Context: an optimization exercise on an open-source flow, tuned for small area, a short achievable clock period and few clock cycles per item. The choices shown serve that exercise and are no tape-out recipe.
In this exercise RTL edits were held to simulation tests only and were not proved equivalent to the original.

## flow/design.v (module list and top-level ports; edited modules follow where they fit)
// module hijri_date_from_day_number: 134 lines
// module hijri_est: 342 lines
// module hijri_z: 702 lines
module hijri_date_from_day_number (
  input  logic                clk,
  input  logic                rst,
  input  logic                cfg_valid,
  output logic                cfg_ready,
  input  logic [21:0]     epoch_day_number,
  input  logic                in_valid,
  output logic                in_stall,
  input  logic [21:0]     julian_day_number,
  output logic                out_valid,
  input  logic                out_stall,
  output logic [4:0]    hijri_day,
  output logic [3:0]  hijri_month,
  output logic [13:0]   hijri_year,
  output logic                leap_year_flag,
  output logic                status_code
);
  // ...
==> flow/run.sh <==
#!/bin/bash
# synth_recipe.tcl (not shown) runs the flow's synth.tcl, then flattens the netlist and writes it again
# the make line also repeats each setting of config.mk as NAME=value (left out here)
make -C /OpenROAD-flow-scripts/flow DESIGN_CONFIG=/design/flow/config.mk WORK_HOME=/design/flow/orfs CLKGATE_MAP_FILE= SYNTH_SCRIPT=/design/flow/synth_recipe.tcl finish
==> flow/config.mk <==
export PLATFORM = sky130hd
export DESIGN_NAME = hijri_date_from_day_number
export DESIGN_NICKNAME = hijri_date_from_day_number
export VERILOG_FILES = /design/flow/design.v
export SDC_FILE = /design/flow/constraint.sdc
export NUM_CORES = 4
export LEC_CHECK = 0
export CAP_MARGIN = 20
export CORE_MARGIN = 2
export CORE_UTILIZATION = 40
export SLEW_MARGIN = 20
==> flow/constraint.sdc <==
create_clock -name core_clock -period 7.5 [get_ports {clk}]
set_input_delay 1.5000 -clock core_clock [delete_from_list [all_inputs] [get_ports {clk}]]
set_output_delay 1.5000 -clock core_clock [all_outputs]
set_load 0.01 [all_outputs]
==> impl_metrics.py, run 1 <==
metrics = {
    "min_path": {
        "hp-class": "reg2reg",
        "hold_depth": 0,
        "hold_end": "s2_d[3]",
    },
    "cts": {
        "clockBufferDepth": 2,
        "h-tree-depth": 4,
        "cts_root_buf": "clkbuf_16",
    },
    "logic_synthesis": {
        "synthSimpleGateAreaFrac_pct": 9.26,
        "synth_area_mm2": 0.0117,
        "synth_fp_nets": 1438,
        "synth_most_common_cell": "inv_1",
        "ys_async_sr_fraction_pct": 0,
        "synth-adder-area-share_pct": 34.7,
    },
    "global_routing": {
        "grtUsageMet3_pct": 2.55,
        "busiest_layer": "met2",
        "grt_start_max_net_pins": 68,
        "grt_pass1_wl_mm": 36.7,
    },
    "layout": {
        "num-clock-buffers": 19,
        "multi_input_area_share_pct": 54.0,
        "finalInstanceArea_mm2": 0.0135,
        "final_common_cell": "inv_1",
        "finish.utilization_pct": 46.9,
    },
    "detailed_routing": {
        "top_layer_used": "met4",
        "dr.pass1.iters": 4,
        "wl_per_cell_um": 13.4,
        "vias": 7586,
    },
    "placement": {
        "dp_hpwl_mm": 17.8,
        "io_buffers": 75,
    },
    "floorplan": {
        "start_util_pct": 40.7,
        "core_mm2": 0.0288,
    },
    "run_status": {
        "outcome": "no timing/DRC/antenna violations",
    },
    "timing": {
        "period_needed_ns": 5.60,
        "rsz0062_at_grt": "false",
    },
    "setup_path": {
        "worstPathRequired_ns": 7.66,
        "r2r_start": "s3_doy[3]",
    },
}
Testbench counts, summed over its fixed seeds: cycles 16,032, items 16,000.
==> run 2, diff against run 1 <==
--- a/flow/config.mk
+++ b/flow/config.mk
@@ -5,7 +5,9 @@
 export SDC_FILE = /design/flow/constraint.sdc
 export NUM_CORES = 4
 export LEC_CHECK = 0
+export ABC_CLOCK_PERIOD_IN_PS = 4000
 export CAP_MARGIN = 20
 export CORE_MARGIN = 2
 export CORE_UTILIZATION = 40
+export SETUP_SLACK_MARGIN = 3.5
 export SLEW_MARGIN = 20
==> impl_metrics.py, run 2 <==
metrics = {
    "floorplan": {
        "die_width_um": 175,
        "die_area_mm2": 0.0307,
        "die_h_um": 175,
        "io_pins": 77,
        "num_rows": 62,
        "start_util_pct": 40.7,
        "core_mm2": 0.0288,
    },
    "run_status": {
        "outcome": "no timing/DRC/antenna violations",
    },
    "detailed_routing": {
        "initialDrtViolationCount": 293,
        "postRouteAntennaNets": 0,
        "dr.pass1.iters": 4,
        "route.detailed.drc": 0,
        "viasPerCell": 4.83,
        "vias": 8245,
        "wl_per_cell_um": 14.9,
        "wl_mm": 25.5,
    },
    "logic_synthesis": {
        "synthFlopType": "edfxtp_1",
        "seq_area_frac_synth_pct": 30.3,
        "synth_fp_nets": 1438,
        "synth_warnings": 1,
        "synth.largest_area_cell": "edfxtp_1",
        "postSynthCellCount": 1124,
        "syn_area_per_cell_um2": 10.4,
        "ys_async_sr_fraction_pct": 0,
        "synth_most_common_cell": "inv_1",
        "synth_edf_count": 101,
        "synth_area_mm2": 0.0117,
        "yosys.cell_types.count": 65,
        "synth-seq-cells": 127,
        "synth_area_leaders": "edfxtp_1 26%, ha_1 17%, fa_1 17%",
        "synthDominantCellAreaShare_pct": 25.9,
        "synthTopCellsByCount": "224 x inv_1, 164 x ha_1, 101 x edfxtp_1, 101 x fa_1, 81 x nor2_1",
    },
    "timing": {
        "setup_tns_ns": 0,
        "skew_ns": 0.0130,
        "period_needed_ns": 4.92,
        "setup_viol": 0,
        "slew_viol_final": 0,
        "post-route-period-util_pct": 65.6,
        "tightest_slew_ns": 0.727,
        "rsz0062_at_grt": "true",
        "worst_slack_ns": 2.58,
        "maxSlewHeadroom_pct": 51.5,
        "fmax_ghz": 0.203,
        "hold_violations": 0,
    },
    "layout": {
        "fillers": 2480,
        "layout-drive-gt1-share_pct": 20.0,
        "reg_top3": "epoch (22), s1_d (22)",
        "final_nets": 1623,
        "layout_common_cells": "209 x inv_1, 137 x ha_1, 101 x edfxtp_1",
        "final_common_cell": "inv_1",
        "n_antenna_cell": 0,
        "area_growth_pct": 29.9,
    },
    "placement": {
        "dp_hpwl_mm": 18.4,
        "io_buffers": 75,
        "post-place-ws_ns": 2.20,
        "place.gp.congestion": 0.835,
    },
    "setup_path": {
        "worstPathRequired_ns": 7.76,
        "r2r_setup_slack_ns": 2.58,
        "crit_fanout": 8,
        "arrival_ns": 5.18,
        "end_kind": "register",
        "critPathKind": "reg2reg",
        "crit_path_start_kind": "register",
    },
    "min_path": {
        "hp-class": "reg2reg",
    },
    "cts": {
        "clockBufferDepth": 2,
        "cts.clk_slew.worst_paths_ns": 0.06,
        "cts_buffers": 17,
        "cts_hold_buf": 0,
        "cts.sink_count": 127,
        "cts_root_buf": "clkbuf_16",
        "clk_latency_ns": 0.43,
        "h-tree-depth": 4,
        "cts_tree": "built",
    },
    "global_routing": {
        "antenna_found_initial": 0,
        "busiest_layer": "met2",
        "grt_pass1_vias": 8445,
        "grt_start_max_net_pins": 58,
        "grtUsageMet3_pct": 3.68,
        "use_met2_pct": 30.7,
        "globalRouteOverflowTotal": 0,
        "grtUsageTotal_pct": 17.0,
        "met1_usage_pct": 20.1,
        "grt_pass1_wl_mm": 41.1,
    },
    "job": {
        "max_cap_viol_count": 0,
    },
}
-- run 2: cell counts after synthesis --
No cell type changed its count.
-- run 2: final timing paths --
check / start / end / cells after the start
worst max-delay path: s2_q[13] / s3_doy[4] / 16
worst min-delay path: s2_err / s3_err / 0
worst max register to register: s2_q[13] / s3_doy[4] / 16
worst min register to register: s2_err / s3_err / 0
-- run 2: per-layer routing --
metal	wire (um)	vias to the layer above
met5	0	-
met4	529	0
met3	936	39
met2	13000	159
met1	11000	3927
li1	-	4120
-- run 2: area by class of cell --
class	count	area [um2]	share of cell area [%]
multi-input combinational	765	8120	53.3
sequential	127	3550	23.3
timing repair buffer	174	1580	10.3
inverter	224	853	5.60
tap	384	480	3.15
clock buffer	19	433	2.84
clock inverter	13	213	1.40
-- run 2: cell families (layout without fill, tap and decap cells) --
family / count (synthesis) / after routing / share of synthesized area (%)
and+or+nand+nor: 225 / 227 / 9.26
DFF: 127 / 127 / 30.3
AOI/OAI and AO/OA: 164 / 164 / 9.55
adders and majority gates: 265 / 265 / 34.7
xor gates and xnor gates: 88 / 88 / 6.89
muxes: 20 / 20 / 1.71
buffers and inverters: 234 / 430 / 7.52
other: 1 / 1 / 0.0320
-- run 2: critical path, cell delays in order, from the launching register on --
cell	delay, ns
edfxtp_1	0.57
fa_2	0.52
fa_1	0.48
inv_1	0.05
fa_1	0.54
inv_2	0.05
ha_4	0.15
ha_4	0.16
or4_4	0.52
o21ai_4	0.17
a41oi_2	0.17
o41a_4	0.40
a221oi_4	0.29
nand2b_4	0.11
xnor2_4	0.21
buf_12	0.16
mux2i_1	0.20
-- run 2: what timing repair did --
item,4_1_cts,5_1_grt
pin swaps,30,58
gates resized for setup,64,64
setup buffers,62,34
endpoints found under the setup margin,30,31
cloned,2,0
-- run 2: per-stage QoR --
step | cell area [um2] | util, % | hold slack, ns | instances
after floorplan | 11900 | - | 0.400 | 1124
after CTS | 14600 | 50.7 | 0.420 | 1672
after global routing | 15200 | 52.9 | 0.430 | 1706
after global placement | 13100 | 45.7 | 0.402 | 1576
final | 15200 | 52.9 | 0.419 | 1706
after detailed placement | 13100 | 45.7 | 0.405 | 1576

==> afterwards: timing with drivers on the ports <==
In the flow no input, the clock included, has a driving cell. The finished layouts below were timed again as built, in two steps.
Step 1: set_driving_cell puts a clkbuf_16 on clk and a buf_2 on each other input, an assumption about the parent block.
Step 2, shift: input delay + t, output delay - t, t = (earliest + latest rising clock arrival at the registers) / 2. This alone moves slack from input paths to output paths.
a / b / c = no drivers / after step 1 / after step 2; a / b = the first two.
| run | t (ns) | setup slack, ns | worst setup path after step 2 | worst slew at a driven data input, ns |
|---|---|---|---|---|
| run 1 | 0.465 | 1.900 / 1.900 / 1.900 | register to register | 0.05 |
| run 2 | 0.466 | 2.580 / 2.580 / 2.580 | register to register | 0.04 |
After both steps every run listed still meets setup and hold.
